Context: an optimization exercise on an open-source flow, tuned for small area, a short achievable clock period and few clock cycles. The choices shown serve that exercise and are no tape-out recipe. At most, simulation tests tie the RTL to the original design; equivalence was not proved. Power is estimated from default activity; no workload was simulated.

==> xenon <==
// conv2d_top
module conv2d_top
(
    input  logic        i_clk,
    input  logic        i_rst,
    input  logic [9:0]  i_pix,      
    input  logic [9:0]  i_wgt,      
    output logic [26:0] o_out,      
    output logic        o_busy
);
make LEC_CHECK=0 CAP_MARGIN=20 CORE_MARGIN=2 CORE_UTILIZATION=40 CTS_CLUSTER_DIAMETER=90 CTS_CLUSTER_SIZE=26 SLEW_MARGIN=20 SYNTH_HIERARCHICAL=1 SYNTH_MINIMUM_KEEP_SIZE=0 finish   # period 8.0 ns
run.sh (not shown) runs the stock make flow with config.mk's settings and CLKGATE_MAP_FILE= SYNTH_SCRIPT=/design/flow/synth_recipe.tcl, a recipe that flattens the netlist after the stock synthesis.
==> violet: changes against xenon <==
--- a/flow/config.mk
+++ b/flow/config.mk
@@ -11,4 +11,5 @@
 export CTS_CLUSTER_DIAMETER = 90
 export CTS_CLUSTER_SIZE = 26
+export SETUP_SLACK_MARGIN = 4.85
 export SLEW_MARGIN = 20
 export SYNTH_HIERARCHICAL = 1
==> notes.md <==
Clock skew: xenon is lower than violet (0.014 ns). In synthesized area, xenon and violet do not differ. Of xenon and violet, violet has the higher core utilization (gap 0.91 points). Of violet and xenon, violet has the higher global-route usage (gap 0.058 points). In xenon the power is higher than in violet, by about 0.56%. Sequential power is about the same in violet and xenon. xenon completed with no timing, DRC or antenna violations. violet finished with timing, DRC and antenna clean. Against violet, the clock-buffer cell count of xenon is higher by 1.
==> figures <==
| metric | xenon | violet |
|---|---|---|
| Wire length on met1 | 30.3 mm | 31.1 mm |
| Outcome | complete, no violations | complete, no violations |
| R2R setup slack | 4.72 ns | 4.82 ns |
| Largest vdd supply drop | 195 uV | 190 uV |
| Wire length on met3 | 4.84 mm | 4.75 mm |
| Relative area of clock buffers and inverters in the final design | 3.10% | 2.62% |
| Postcts setup bufs | 0 | 14 |
| Combinational group share of total power | 41.7% | 43.1% |
| Met1 layer usage reported by global route | 29.7% | 29.9% |
| Count of clock buffers in the final design | 36 | 35 |
| Register area | 11,100 um^2 | 11,100 um^2 |
| Routability Congestion | 0.888 | 0.901 |
| Initial antenna violation count | 9 | 6 |
| Number of standard cells in the layout, taps in and fillers out | 2,878 | 2,957 |
| P_sw | 2.98 mW | 2.98 mW |
| DPL Wire Length | 60.5 mm | 60.7 mm |
Testbench counts of xenon, summed over its fixed seeds: cycles 4,704.
Testbench counts of violet, summed over its fixed seeds: cycles 4,704.


==> branch harbor <==
conv2d_top, a different RTL version from the one above (not shown whole).
==> module conv2d_top, before the edit <==
module conv2d_top
(
    input  logic        i_clk,
    input  logic        i_rst,
    input  logic [9:0]  i_pix,      
    input  logic [9:0]  i_wgt,      
    output logic [26:0] o_out,      
    output logic        o_busy
);
    localparam int LB = conv_pkg::LB_LEN;
    logic       in_pix;             
    logic       in_wgt;             
    logic [7:0] in_d;
    logic       busy_q;
    logic       take;
    logic [5:0] pix_pos;            
    logic [5:0] out_pos;            
    logic       tail;               
    logic [3:0] tail_n;             
    logic       step_pix;           
    logic       step;               
    logic       produce;            
    logic       wgt_go;             
    logic [LB-1:0] lb_en;
    logic [LB*8-1:0] slots;
    logic [71:0] kernel;
    logic [71:0] win;
    logic [8:0]  keep;
    logic signed [conv_pkg::SUM_BW-1:0] sum;
    logic        out_valid;
    logic        out_last;
    logic signed [conv_pkg::SUM_BW-1:0] out_data;
    assign take     = !busy_q && (i_pix[9] || i_wgt[9]);
    assign step_pix = in_pix;
    assign step     = in_pix || tail;
    assign wgt_go   = in_wgt && (!tail || tail_n_done);
    logic in_wgt_n;
    logic tail_n_done;
    assign tail_n_done = tail && (tail_n == 4'd9);
    always_comb
    begin
        if (take)
            in_wgt_n = i_wgt[9];
        else
            in_wgt_n = in_wgt && !wgt_go;
    end
    always_ff @(posedge i_clk)
    begin
        if (i_rst)
        begin
            in_pix <= 1'b0;
            in_wgt <= 1'b0;
            busy_q <= 1'b0;
        end
        else
        begin
            in_pix <= take && i_pix[9];
            in_wgt <= in_wgt_n;
            busy_q <= in_wgt_n && ((tail && tail_n < 4'd8) || (step_pix && pix_pos == 6'd63));
        end
    end
    always_ff @(posedge i_clk)
    begin
        if (!busy_q)
            in_d <= i_pix[9] ? i_pix[7:0] : i_wgt[7:0];
    end
    assign o_busy = busy_q;
    assign produce = tail || (step_pix && pix_pos >= 6'd9);
    always_ff @(posedge i_clk)
    begin
        if (i_rst)
        begin
            pix_pos <= '0;
            out_pos <= '0;
            tail    <= 1'b0;
            tail_n  <= '0;
        end
        else
        begin
            if (step_pix)
                pix_pos <= pix_pos + 1'b1;
            if (produce)
                out_pos <= out_pos + 1'b1;
            if (step_pix && pix_pos == 6'd63)
            begin
                tail   <= 1'b1;
                tail_n <= 4'd1;
            end
            else if (tail)
            begin
                tail   <= !tail_n_done;
                tail_n <= tail_n + 1'b1;
            end
        end
    end
    always_comb
        for (int j = 0; j < LB; j++)
            lb_en[j] = step_pix || (tail && (j >= tail_n));
    frame_ram u_ram
    (
        .i_clk   (i_clk),
        .i_pix   (in_d),
        .i_en    (lb_en),
        .o_slots (slots)
    );
    conv_loader u_loader
    (
        .i_clk    (i_clk),
        .i_shift  (wgt_go),
        .i_wgt    (in_d),
        .o_kernel (kernel)
    );
    logic [5:0] out_pos_n;
    logic top, bot, lft, rgt;
    assign out_pos_n = i_rst ? 6'd0 : out_pos + {5'd0, produce};
    assign top = out_pos_n[5:3] == 3'd0;
    assign bot = out_pos_n[5:3] == 3'd7;
    assign lft = out_pos_n[2:0] == 3'd0;
    assign rgt = out_pos_n[2:0] == 3'd7;
    always_ff @(posedge i_clk)
    begin
        keep[0] <= !top && !lft;
        keep[1] <= !top;
        keep[2] <= !top && !rgt;
        keep[3] <= !lft;
        keep[5] <= !rgt;
        keep[6] <= !bot && !lft;
        keep[7] <= !bot;
        keep[8] <= !bot && !rgt;
    end
    assign keep[4] = 1'b1;
    logic [(LB+1)*8-1:0] wpos;      
    assign wpos = {slots, in_d};
    always_comb
    begin
        win[0*8 +: 8] = wpos[18*8 +: 8];
        win[1*8 +: 8] = wpos[17*8 +: 8];
        win[2*8 +: 8] = wpos[16*8 +: 8];
        win[3*8 +: 8] = wpos[10*8 +: 8];
        win[4*8 +: 8] = wpos[ 9*8 +: 8];
        win[5*8 +: 8] = wpos[ 8*8 +: 8];
        win[6*8 +: 8] = wpos[ 2*8 +: 8];
        win[7*8 +: 8] = wpos[ 1*8 +: 8];
        win[8*8 +: 8] = wpos[ 0*8 +: 8];
    end
    conv_engine u_engine
    (
        .i_clk    (i_clk),
        .i_win    (win),
        .i_keep   (keep),
        .i_kernel (kernel),
        .o_sum    (sum)
    );
    logic v_pipe [conv_pkg::ENG_LAT+1];
    logic l_pipe [conv_pkg::ENG_LAT+1];
    assign v_pipe[0] = produce;
    assign l_pipe[0] = produce && out_pos == 6'd63;
    always_ff @(posedge i_clk)
    begin
        for (int i = 1; i <= conv_pkg::ENG_LAT; i++)
        begin
            v_pipe[i] <= i_rst ? 1'b0 : v_pipe[i-1];
            l_pipe[i] <= l_pipe[i-1];
        end
        out_valid <= i_rst ? 1'b0 : v_pipe[conv_pkg::ENG_LAT];
        out_last  <= l_pipe[conv_pkg::ENG_LAT];
        out_data  <= sum;
    end
    assign o_out = {out_valid, out_last, {(conv_pkg::ACC_BW-conv_pkg::SUM_BW){out_data[conv_pkg::SUM_BW-1]}}, out_data};
endmodule
make LEC_CHECK=0 CAP_MARGIN=20 CORE_MARGIN=2 CORE_UTILIZATION=60 CTS_CLUSTER_DIAMETER=90 CTS_CLUSTER_SIZE=26 PLACE_DENSITY=0.7 SETUP_SLACK_MARGIN=4.85 SLEW_MARGIN=20 SYNTH_HIERARCHICAL=1 SYNTH_MINIMUM_KEEP_SIZE=0 finish   # period 8.0 ns
==> branch indigo: changes against branch harbor <==
--- a/flow/design.v
+++ b/flow/design.v
@@ -2711,5 +2711,5 @@
     assign step_pix = in_pix;
     assign step     = in_pix || tail;
-    assign wgt_go   = in_wgt && (!tail || tail_n_done);
+    assign wgt_go   = in_wgt && !tail;
     logic in_wgt_n;
     logic tail_n_done;
@@ -2734,5 +2734,5 @@
             in_pix <= take && i_pix[9];
             in_wgt <= in_wgt_n;
-            busy_q <= in_wgt_n && ((tail && tail_n < 4'd8) || (step_pix && pix_pos == 6'd63));
+            busy_q <= in_wgt_n && ((tail && !tail_n_done) || (step_pix && pix_pos == 6'd63));
         end
     end
==> notes.md <==
| metric | branch harbor | branch indigo |
|---|---|---|
| Result of the run | no timing/DRC/antenna violations | no timing/DRC/antenna violations |
| Register share of the cell area | 36.9% | 37.1% |
| Met2 demand-to-capacity share in global routing | 52.1% | 50.6% |
| Post-synthesis cell count | 1937 | 1935 |
| Power share of the clock group | 19.1% | 16.8% |
| Sequential group share of total power | 38.7% | 39.8% |
| Combinational power share | 42.2% | 43.4% |
| Non-clock buffering overhead | 3.52% | 3.70% |
| Initial cell density of the core | 61.1% | 61.1% |
| Highest achievable clock rate | 317 MHz | 317 MHz |
| Slowest cell on crit path | fa_1 | edfxtp_1 |
| Post-route worst hold slack | 0.335 ns | 0.335 ns |
| Final total power | 7980 uW | 7750 uW |
Testbench counts of branch indigo, summed over its fixed seeds: cycles 4,704.
Function not checked in branch harbor: the RTL went through the layout flow alone.


==> run G: inputs <==
conv2d_top with an RTL version that a note above also has.
==> flow/design.v (excerpt) <==
module conv2d_top
(
    input  logic        i_clk,
    input  logic        i_rst,
    input  logic [9:0]  i_pix,      
    input  logic [9:0]  i_wgt,      
    output logic [26:0] o_out,      
    output logic        o_busy
);
make LEC_CHECK=0 CAP_MARGIN=20 CORE_MARGIN=2 CORE_UTILIZATION=70 CTS_CLUSTER_DIAMETER=90 CTS_CLUSTER_SIZE=26 PLACE_DENSITY=0.8 SETUP_SLACK_MARGIN=4.85 SLEW_MARGIN=20 SYNTH_HIERARCHICAL=1 SYNTH_MINIMUM_KEEP_SIZE=0 finish   # period 8.0 ns
==> run X (differences from run G) <==
- CORE_UTILIZATION: 70 -> 40
- CTS_CLUSTER_DIAMETER: 90 -> 100
- CTS_CLUSTER_SIZE: 26 -> 22
- PLACE_DENSITY: 0.8 -> not set
- SETUP_SLACK_MARGIN: 4.85 -> not set
==> notes.md <==
- Run G produced a clean layout. Run X passed the timing, design-rule and antenna checks.
- In sequential power, run G and run X hardly differ.
- First-iteration DRC count: run X is lower than run G (13%).
- Between run X and run G, the lower clock power is in run G (gap about 10%, measured against run G).
- In synthesized cell count, run X and run G do not differ.
- Between run X and run G, the lower clock-buffer cell count is in run G (gap 4).
Testbench counts of run G, summed over its fixed seeds: cycles 4,704.
Testbench counts of run X, summed over its fixed seeds: cycles 4,704.


==> inputs of v24 <==
conv2d_top again, from the RTL that the note above started with.
==> flow/config.mk <==
export PLATFORM = sky130hd
export DESIGN_NAME = conv2d_top
export DESIGN_NICKNAME = conv2d_top
export VERILOG_FILES = /design/flow/design.v
export SDC_FILE = /design/flow/constraint.sdc
export NUM_CORES = 4
export LEC_CHECK = 0
export CAP_MARGIN = 20
export CORE_MARGIN = 2
export CORE_UTILIZATION = 40
export CTS_CLUSTER_DIAMETER = 90
export CTS_CLUSTER_SIZE = 26
export SETUP_SLACK_MARGIN = 5
export SLEW_MARGIN = 20
export SYNTH_HIERARCHICAL = 1
export SYNTH_MINIMUM_KEEP_SIZE = 0
==> flow/constraint.sdc <==
create_clock -name core_clock -period 8.0 [get_ports {i_clk}]
set_input_delay 1.6000 -clock core_clock [delete_from_list [all_inputs] [get_ports {i_clk}]]
set_output_delay 1.6000 -clock core_clock [all_outputs]
set_load 0.01 [all_outputs]
==> inputs of v16, as changes to v24 <==
--- a/flow/config.mk
+++ b/flow/config.mk
@@ -10,5 +10,2 @@
 export CORE_UTILIZATION = 40
-export CTS_CLUSTER_DIAMETER = 90
-export CTS_CLUSTER_SIZE = 26
-export SETUP_SLACK_MARGIN = 5
 export SLEW_MARGIN = 20
==> summary of the runs <==
- Between v16 and v24, the lower fmax is in v16 (gap 5.8%, measured against v24).
- Register-to-register slack: v24 is higher than v16 (0.19 ns).
- In v16 the worst setup slack is lower than in v24, by 0.19 ns.
- In v24 the first-iteration DRC count is larger than in v16, by about 11%.
- Against v16, the sequential power of v24 is smaller by about 2%.
- Against v16, the worst hold slack of v24 is better by 0.0054 ns.
- In v24 the count of clock-buffer cells in the layout is lower than in v16, by 32.
- Between v24 and v16, the lower critical path depth is in v24 (gap 1).
- In synthesized cell count, v16 and v24 do not differ.
- In v16 the routed wire length is smaller than in v24, by 7.1%.
- In area after synthesis, v24 and v16 do not differ.
Testbench counts of v24, summed over its fixed seeds: cycles 4,704.
Testbench counts of v16, summed over its fixed seeds: cycles 4,704.

## what the ideal ports hide
The flow's constraints put no driver on any port. The routed layouts listed below were extracted and timed again, unchanged, in two steps.
Step 1, drivers: a clkbuf_16 drives i_clk and a buf_2 each remaining input, both assumed.
Step 2, shift: input delay + t, output delay - t, t = (earliest + latest rising clock arrival at the registers) / 2. This alone moves slack from input paths to output paths.
Slacks: ideal / step 1 / step 2; pairs: ideal / step 1.
| run | shift t [ns] | slack for setup (ns) | latest minus earliest clock arrival (ns) | worst slew at a driven data input, ns | cell pins on the clock port's net |
|---|---|---|---|---|---|
| xenon | 0.667 | 4.725 / 4.725 / 4.427 | 0.023 / 0.023 | 0.04 | 1 |
| violet | 0.653 | 4.818 / 4.818 / 4.550 | 0.040 / 0.039 | 0.04 | 1 |
| branch harbor | 0.651 | 4.843 / 4.840 / 4.830 | 0.032 / 0.032 | 0.04 | 1 |
| branch indigo | 0.633 | 4.850 / 4.833 / 4.585 | 0.025 / 0.025 | 0.04 | 1 |
| run G | 0.623 | 4.843 / 4.838 / 4.517 | 0.031 / 0.031 | 0.04 | 1 |
| run X | 0.649 | 4.696 / 4.696 / 4.436 | 0.039 / 0.039 | 0.04 | 1 |
| v24 | 0.641 | 4.921 / 4.921 / 4.921 | 0.035 / 0.035 | 0.04 | 1 |
| v16 | 0.653 | 4.732 / 4.732 / 4.412 | 0.033 / 0.033 | 0.04 | 1 |
After both steps every run listed still meets setup and hold. The setup slack of run G, which loses most, moves by -0.005 ns with the drivers and by -0.326 ns with both steps.
